This is an optimization exercise on Yosys and OpenROAD, whose aim is small area and a short achievable clock period, not a production implementation.
Function was checked by simulation only, so behaviour that the tests miss may differ from the original.
No driver is modelled on the clock port, so clocking that relies on it looks cheaper here than on a real chip.
Power and IR drop assume default switching activity.

==> design/flow/design.v <==
package bmd_latency_pkg;
    localparam int CNT_W_DEF = 38;
    localparam int TAG_W_DEF = 6;
    localparam int SUM_W_DEF = 56;
    localparam int NUM_W_DEF = 32;
    localparam int SAT_W = 64;
    function automatic logic [SAT_W-1:0] sat_add(
        input logic [SAT_W-1:0] a,
        input logic [SAT_W-1:0] b,
        input int               w
    );
        logic [SAT_W:0] one;
        logic [SAT_W:0] lim;
        logic [SAT_W:0] s;
        one    = '0;
        one[0] = 1'b1;
        lim    = (one << w) - one;
        s      = {1'b0, a} + {1'b0, b};
        if (s > lim) begin
            s = lim;
        end
        sat_add = s[SAT_W-1:0];
    endfunction
    function automatic int bits_for(input int v);
        int n;
        n = 0;
        for (int i = 0; i < 31; i++) begin
            if ((1 << i) <= v) begin
                n = i + 1;
            end
        end
        bits_for = n;
    endfunction
endpackage
module bmd_latency_satadd #(
    parameter int W  = 56,
    parameter int BW = 38
) (
    input  logic [W-1:0]  a,
    input  logic [BW-1:0] b,
    output logic [W-1:0]  s
);
    logic [BW:0]     lo;
    logic [W-BW-1:0] hi_inc;
    logic [W-BW-1:0] hi_up;
    logic            hi_ones;
    logic            sat;
    always_comb begin
        lo      = {1'b0, a[BW-1:0]} + {1'b0, b};
        hi_ones = &a[W-1:BW];
        hi_inc  = a[W-1:BW] + 1'b1;
        hi_up   = hi_inc | {(W-BW){hi_ones}};
        sat     = lo[BW] & hi_ones;
        s[BW-1:0] = lo[BW-1:0] | {BW{sat}};
        s[W-1:BW] = lo[BW] ? hi_up : a[W-1:BW];
    end
endmodule
module bmd_latency_sub #(
    parameter int W = 19
) (
    input  logic [W-1:0] a,
    input  logic [W-1:0] b,
    output logic [W:0]   s
);
    assign s = {1'b0, a} - {1'b0, b};
endmodule
module bmd_latency_lt #(
    parameter int W = 38
) (
    input  logic [W-1:0] a,
    input  logic [W-1:0] b,
    output logic         lt
);
    assign lt = a < b;
endmodule
module bmd_latency_tracker
#(
    parameter int CNT_W         = bmd_latency_pkg::CNT_W_DEF,
    parameter int TAG_W         = bmd_latency_pkg::TAG_W_DEF,
    parameter int SUM_W         = bmd_latency_pkg::SUM_W_DEF,
    parameter int NUM_W         = bmd_latency_pkg::NUM_W_DEF,
    parameter int SAMPLE_TARGET = 300000
) (
    input  logic             clk,
    input  logic             rst,
    input  logic [CNT_W-1:0] lat_cnt,
    input  logic             stats_clr,
    input  logic             stamp_vld,
    input  logic [TAG_W-1:0] stamp_tag,
    input  logic             cpl_vld,
    input  logic [TAG_W-1:0] cpl_tag,
    output logic             lat_vld,
    output logic [CNT_W-1:0] lat_data,
    output logic [CNT_W-1:0] lat_min,
    output logic [CNT_W-1:0] lat_max,
    output logic [SUM_W-1:0] lat_sum,
    output logic [NUM_W-1:0] lat_num,
    output logic             done,
    output logic             err_dup,
    output logic             err_orphan,
    output logic [TAG_W:0]   outstanding
);
    localparam int DEPTH = 1 << TAG_W;
    localparam int NUM_E = (SAMPLE_TARGET > 0 &&
                            bmd_latency_pkg::bits_for(SAMPLE_TARGET) < NUM_W)
                           ? bmd_latency_pkg::bits_for(SAMPLE_TARGET) : NUM_W;
    logic             clr_now;
    logic [DEPTH-1:0] valid_q;
    logic [TAG_W:0]   outstanding_q;
    logic             err_dup_q, err_orphan_q;
    logic [CNT_W-1:0] cnt_r;
    logic [CNT_W-1:0] rd_q;
    logic [CNT_W-1:0] ram_rdata;
    logic             p1_vld_q;
    localparam int LO_W = CNT_W / 2;
    logic [LO_W-1:0]       dlo_q;
    logic [CNT_W-LO_W-1:0] dhi_q;
    logic                  dbor_q;
    logic             p2_vld_q;
    logic             lat_vld_q;
    logic [CNT_W-1:0] lat_data_q;
    logic [CNT_W-1:0] lat_min_q;
    logic [CNT_W-1:0] lat_max_q;
    logic [SUM_W-1:0] lat_sum_q;
    logic [NUM_E-1:0] lat_num_q;
    logic             done_q;
    assign clr_now = rst | stats_clr;
    logic [CNT_W-1:0] mem_q [DEPTH];
    logic [DEPTH-1:0] wsel;
    logic [DEPTH-1:0] rsel;
    logic             ram_we;
    assign ram_we = stamp_vld & ~clr_now;
    always_comb begin
        for (int i = 0; i < DEPTH; i++) begin
            wsel[i] = ram_we & (stamp_tag == TAG_W'(i));
            rsel[i] = (cpl_tag == TAG_W'(i));
        end
        ram_rdata = '0;
        for (int i = 0; i < DEPTH; i++) begin
            ram_rdata = ram_rdata | (mem_q[i] & {CNT_W{rsel[i]}});
        end
    end
    always_ff @(posedge clk) begin
        for (int i = 0; i < DEPTH; i++) begin
            mem_q[i] <= (lat_cnt & {CNT_W{wsel[i]}}) | (mem_q[i] & {CNT_W{~wsel[i]}});
        end
    end
    logic             vc, vs, tag_eq;
    logic [DEPTH-1:0] cdec, sdec;
    logic             cpl_hit;
    logic [TAG_W:0]   out_inc, out_dec;
    logic [TAG_W:0]   out_c00, out_c01, out_c10, out_c11, out_sel;
    always_comb begin
        logic carry, borrow;
        carry  = 1'b1;
        borrow = 1'b1;
        for (int i = 0; i <= TAG_W; i++) begin
            out_inc[i] = outstanding_q[i] ^ carry;
            out_dec[i] = outstanding_q[i] ^ borrow;
            carry      = carry & outstanding_q[i];
            borrow     = borrow & ~outstanding_q[i];
        end
    end
    always_comb begin
        logic [7:0] clo, chi, slo, shi, cg, sg;
        for (int k = 0; k < 8; k++) begin
            clo[k] = (cpl_tag[2:0] == 3'(k));
            chi[k] = (cpl_tag[5:3] == 3'(k));
            slo[k] = (stamp_tag[2:0] == 3'(k));
            shi[k] = (stamp_tag[5:3] == 3'(k));
        end
        for (int i = 0; i < DEPTH; i++) begin
            cdec[i] = clo[i % 8] & chi[i / 8];
            sdec[i] = slo[i % 8] & shi[i / 8];
        end
        for (int j = 0; j < 8; j++) begin
            cg[j] = |(valid_q[8*j +: 8] & clo);
            sg[j] = |(valid_q[8*j +: 8] & slo);
        end
        vc      = |(cg & chi);
        vs      = |(sg & shi);
        tag_eq  = (stamp_tag == cpl_tag);
        cpl_hit = cpl_vld & vc & ~clr_now;
    end
    always_comb begin
        out_c00 = stamp_vld ? out_inc : outstanding_q;
        out_c01 = outstanding_q;
        if (stamp_vld && !cpl_vld) begin
            out_c10 = out_inc;
        end else if (!stamp_vld && cpl_vld) begin
            out_c10 = out_dec;
        end else begin
            out_c10 = outstanding_q;
        end
        out_c11 = (cpl_vld && !(stamp_vld && tag_eq)) ? out_dec : outstanding_q;
        case ({vc, vs})
            2'b00:   out_sel = out_c00;
            2'b01:   out_sel = out_c01;
            2'b10:   out_sel = out_c10;
            default: out_sel = out_c11;
        endcase
    end
    always_ff @(posedge clk) begin
        if (clr_now) begin
            valid_q       <= '0;
            outstanding_q <= '0;
            err_dup_q     <= 1'b0;
            err_orphan_q  <= 1'b0;
        end else begin
            for (int i = 0; i < DEPTH; i++) begin
                if (stamp_vld && sdec[i]) begin
                    valid_q[i] <= 1'b1;
                end else if (cpl_vld && cdec[i]) begin
                    valid_q[i] <= 1'b0;
                end
            end
            outstanding_q <= out_sel;
            if (cpl_vld && !vc) begin
                err_orphan_q <= 1'b1;
            end
            if (stamp_vld && vs && !(cpl_vld && tag_eq)) begin
                err_dup_q <= 1'b1;
            end
        end
    end
    logic [LO_W:0]       d_lo;
    logic [CNT_W-LO_W:0] d_hi;
    bmd_latency_sub #(.W(LO_W)) u_sub_lo (
        .a (cnt_r[LO_W-1:0]),
        .b (rd_q[LO_W-1:0]),
        .s (d_lo)
    );
    bmd_latency_sub #(.W(CNT_W-LO_W)) u_sub_hi (
        .a (cnt_r[CNT_W-1:LO_W]),
        .b (rd_q[CNT_W-1:LO_W]),
        .s (d_hi)
    );
    always_ff @(posedge clk) begin
        cnt_r   <= lat_cnt;
        rd_q    <= ram_rdata;
        {dbor_q, dlo_q} <= d_lo;
        dhi_q           <= d_hi[CNT_W-LO_W-1:0];
    end
    always_ff @(posedge clk) begin
        if (clr_now) begin
            p1_vld_q   <= 1'b0;
            p2_vld_q   <= 1'b0;
            lat_vld_q  <= 1'b0;
            lat_data_q <= '0;
        end else begin
            p1_vld_q  <= cpl_hit;
            p2_vld_q  <= p1_vld_q;
            lat_vld_q <= p2_vld_q;
            if (p2_vld_q) begin
                lat_data_q <= {dhi_q - (CNT_W-LO_W)'(dbor_q), dlo_q};
            end
        end
    end
    logic [SUM_W-1:0] sum_new;
    bmd_latency_satadd #(.W(SUM_W), .BW(CNT_W)) u_sum (
        .a (lat_sum_q),
        .b (lat_data_q),
        .s (sum_new)
    );
    logic lt_min, gt_max;
    bmd_latency_lt #(.W(CNT_W)) u_lt_min (
        .a  (lat_data_q),
        .b  (lat_min_q),
        .lt (lt_min)
    );
    bmd_latency_lt #(.W(CNT_W)) u_gt_max (
        .a  (lat_max_q),
        .b  (lat_data_q),
        .lt (gt_max)
    );
    always_ff @(posedge clk) begin
        if (clr_now) begin
            lat_min_q <= '1;
            lat_max_q <= '0;
            lat_sum_q <= '0;
            lat_num_q <= '0;
            done_q    <= 1'b0;
        end else if (lat_vld_q && !done_q) begin
            if (NUM_E == NUM_W) begin
                if (lat_num_q != '1) lat_num_q <= lat_num_q + 1'b1;
            end else begin
                lat_num_q <= lat_num_q + 1'b1;
            end
            lat_sum_q <= sum_new;
            if (lt_min) begin
                lat_min_q <= lat_data_q;
            end
            if (gt_max) begin
                lat_max_q <= lat_data_q;
            end
            done_q <= (SAMPLE_TARGET != 0) && (lat_num_q == NUM_E'(SAMPLE_TARGET - 1));
        end
    end
    assign lat_vld     = lat_vld_q;
    assign lat_data    = lat_data_q;
    assign lat_min     = lat_min_q;
    assign lat_max     = lat_max_q;
    assign lat_sum     = lat_sum_q;
    assign lat_num     = NUM_W'(lat_num_q);
    assign done        = done_q;
    assign err_dup     = err_dup_q;
    assign err_orphan  = err_orphan_q;
    assign outstanding = outstanding_q;
endmodule
==> design/flow/flow/run.sh <==
#!/bin/bash
# Standard ORFS layout, with plain buffers (not delay cells) on the ports,
# sizing free to change a cell's footprint, and no timing repair before
# placement (it would see ideal clocks and over-size the input paths).
set -euo pipefail
bash standard.sh \
  "BUFFER_PORTS_ARGS=-buffer_cell sky130_fd_sc_hd__buf_4" \
  "MATCH_CELL_FOOTPRINT=0" \
  "REMOVE_ABC_BUFFERS=1" \
  finish > orfs_make.log 2>&1
==> design/flow/standard.sh <==
#!/bin/bash
# synth_recipe.tcl (not shown) runs the flow's synth.tcl, then flattens the netlist and writes it again
# the make line also repeats each setting of config.mk as NAME=value (left out here)
make -C /OpenROAD-flow-scripts/flow DESIGN_CONFIG=/design/flow/config.mk WORK_HOME=/design/flow/orfs CLKGATE_MAP_FILE= SYNTH_SCRIPT=/design/flow/synth_recipe.tcl "${@:-finish}"
==> design/flow/config.mk <==
export PLATFORM = sky130hd
export DESIGN_NAME = bmd_latency_tracker
export DESIGN_NICKNAME = bmd_latency_tracker
export VERILOG_FILES = /design/flow/design.v
export SDC_FILE = /design/flow/constraint.sdc
export NUM_CORES = 4
export LEC_CHECK = 0
export CAP_MARGIN = 20
export CORE_MARGIN = 2
export CORE_UTILIZATION = 45
export CTS_CLUSTER_DIAMETER = 100
export CTS_CLUSTER_SIZE = 25
export SETUP_SLACK_MARGIN = 2.4
export SLEW_MARGIN = 20
export SYNTH_HIERARCHICAL = 1
==> design/flow/constraint.sdc <==
create_clock -name core_clock -period 5.0 [get_ports {clk}]
set_input_delay 1.0000 -clock core_clock [delete_from_list [all_inputs] [get_ports {clk}]]
set_output_delay 1.0000 -clock core_clock [all_outputs]
set_load 0.01 [all_outputs]
==> reports/results.tsv <==
metric	value	unit
worst setup margin	2.11	ns
initial antenna violation count	40	
worst hold-check path type	reg2reg	
first-pass GRT wire length	605	mm
Leakage	42.1	nW
Clock Tree Buf Depth	3	
worst-skew pair later-pin latency	0.87	ns
Final Power	41.6	mW
post-DR vias/cell	7.14	
Sw Ratio	23.3	%
Syn Area/Cell	15.6	um2
dpl cells	10300	
Comb pwr share	6.2	%
fin. max-slew vios	0	
Synth Cell Area	0.107	mm2
status	finished clean	
DP Worst Slack	0.661	ns
fin crit period	2.89	ns
Sinks on Clock Net	2813	
I/O pins	268	
Core ar.	0.238	mm2
Fin Setup TNS	0	ns
first-pass iteration count of the detailed router	7	
RSZ-0062 raised after global routing	yes	
reg-to-reg slack, setup	2.11	ns
DRC viols	0	
die span in x	493	um
Worst Tran Pin Value	1.12	ns
Finish-stage setup viols	0	
Fin Hold WS	0.431	ns
nature of the critical path endpoint	register	
P_int	31.9	mW
root buffer cell	clkbuf_16	
VDD IR-drop max	0.406	mV
initial DRC count	15000	
fillers	18800	
IO Port Bufs	254	
Critical Path RT	5.76	ns
Routed WL	470	mm
Sequential Power Share	62.3	%
maximum clock frequency	346	MHz
clk_skew	0.0409	ns
routability cong.	0.928	
HPWL Detailed	250	mm
Clock power frac	31.5	%
CTS clk-pin slew, worst paths	0.10	ns
CP max FO	3	
Cells after Synth	6885	
Slew HR	25.3	%
Layout Utilization	53.7	%
DIE HEIGHT	493	um
Cell Area, Placed	0.117	mm2
largest net degree at the start of global routing	105	
antenna viol nets, final	0	
layout cell share with drive strength beyond 1	21.8	%
CP arrival	3.65	ns
Pwr Density	326	mW/mm2
TritonCTS Buffers	135	
vias in the first global route	68100	
Initial Util	45.2	%
gr ovfl total	0	
Synth-to-Final Area Change	18.8	%
Tot GR Track Use	36.7	%
Std-Cell Rows	179	
Setup crit start kind	register	
Post-Layout Cell Count	10800	
wire per inst	43.5	um
Fin. Hold Viols	0	
Finished Cell Area	0.128	mm2
max cap viols	0	
Post-CTS Hold Buffers	0	
vias	77200	
crit path kind	reg2reg	
# nets final	7735	
CTS tree	yes	
fin crit share	57.8	%
H-Tree Depth	4	
die area	0.243	mm2
Yosys Warn Count	9	
sw power	9.70	mW
## area by class of cell
| type | count | area (um2) | area share (%) |
|---|---|---|---|
| clock buffer | 218 | 3750 | 2.94 |
| antenna | 30 | 75.1 | 0.0588 |
| sequential | 2813 | 80800 | 63.3 |
| inverter | 147 | 559 | 0.438 |
| clock inverter | 26 | 410 | 0.321 |
| multi-input combinational | 3529 | 28300 | 22.2 |
| tap | 3167 | 3960 | 3.10 |
| timing repair buffer | 886 | 9850 | 7.72 |
## metal layers
metal | global-route usage [%] | routed length, um | vias to the layer above
met5 | 0.528 | 282 | -
met2 | 53.5 | 198000 | 7603
met4 | 21.2 | 36000 | 38
met1 | 47.8 | 156000 | 38800
met3 | 12.7 | 80100 | 1777
li1 | - | - | 29000
## power groups by stage
| stage | clock network [mW] | logic [mW] | registers [mW] |
|---|---|---|---|
| 6_report | 13.1 | 2.58 | 25.9 |
| 5_1_grt | 13.8 | 2.65 | 25.9 |
| 4_1_cts | 13.0 | 2.28 | 25.9 |
| 3_5_place_dp | 0 | 2.14 | 26.5 |
| 3_3_place_gp | 0 | 2.11 | 26.4 |
| 2_1_floorplan | 0 | 0.988 | 26.4 |
## critical path, cell delays in order, from the launching register on
cell and delay (ns):
dfxtp_4 0.39, ha_4 0.15, inv_2 0.04, fa_2 0.37, nand2b_4 0.17, a21oi_4 0.14
o211a_4 0.22, and3_4 0.22, o2111ai_4 0.12, a211o_1 0.37, mux2_4 0.31, o21ai_2 0.10
nand2_1 0.05, a21oi_1 0.14
## worst paths after layout
check | startpoint | end | depth (start not counted)
worst max-delay path | lat_data_q[0] | lat_sum_q[36] | 13
worst min-delay path | p1_vld_q | p2_vld_q | 1
worst max register to register | lat_data_q[0] | lat_sum_q[36] | 13
worst min register to register | p1_vld_q | p2_vld_q | 1
## repair_timing
item,in CTS,in global routing
buffers inserted,137,98
cloned,21,22
endpoints found under the setup margin,1487,486
gates resized for setup,376,315
pin swaps,78,108
## cell usage in the layout (no fill, tap or decap), types with 16 or more instances in the layout
| cell type | instances |
|---|---|
| edfxtp_1 | 2432 |
| buf_4 | 600 |
| a22o_1 | 586 |
| nand2_1 | 487 |
| a221oi_1 | 395 |
| dfxtp_1 | 334 |
| a21oi_1 | 279 |
| a221oi_2 | 202 |
| buf_12 | 178 |
| nand4_1 | 174 |
| clkbuf_16 | 170 |
| inv_1 | 144 |
| ha_1 | 141 |
| nor2_4 | 138 |
| nor2_1 | 136 |
| o21ai_0 | 118 |
| nand3_1 | 115 |
| clkbuf_1 | 80 |
| buf_6 | 60 |
| a22oi_1 | 44 |
| xor2_1 | 42 |
| xnor2_1 | 42 |
| or4_1 | 40 |
| nand3b_1 | 33 |
| diode_2 | 30 |
| a221oi_4 | 26 |
| mux2i_1 | 26 |
| dfxtp_2 | 25 |
| a211oi_1 | 24 |
| nor3_1 | 23 |
| a21oi_2 | 22 |
| dfxtp_4 | 22 |
| a21o_1 | 21 |
| o21a_1 | 18 |
| and2_1 | 17 |
| and3_1 | 17 |
| nand2b_1 | 16 |

[port drivers added, routing unchanged]
The results above use ideal ports. As a check the final layout listed here was re-extracted and re-timed, cells and wires unchanged. Step 1 sets driving cells, clkbuf_16 on the clock port and buf_2 on the other inputs (assumed; they add their load-dependent delay and slew). Step 2 also shifts input and output timing later by t, the mid clock arrival at the registers, as if the neighbouring blocks saw the same clock. Slacks: ideal / step 1 / step 2; pairs: ideal / step 1.
t, ns: 0.944
slack for setup (ns): 2.110 / 2.031 / 1.087
worst hold slack (ns): 0.431 / 0.431 / 0.431
After both steps setup and hold are still met in this run. The setup slack of this run moves by -0.079 ns with the drivers and by -1.023 ns with both steps.
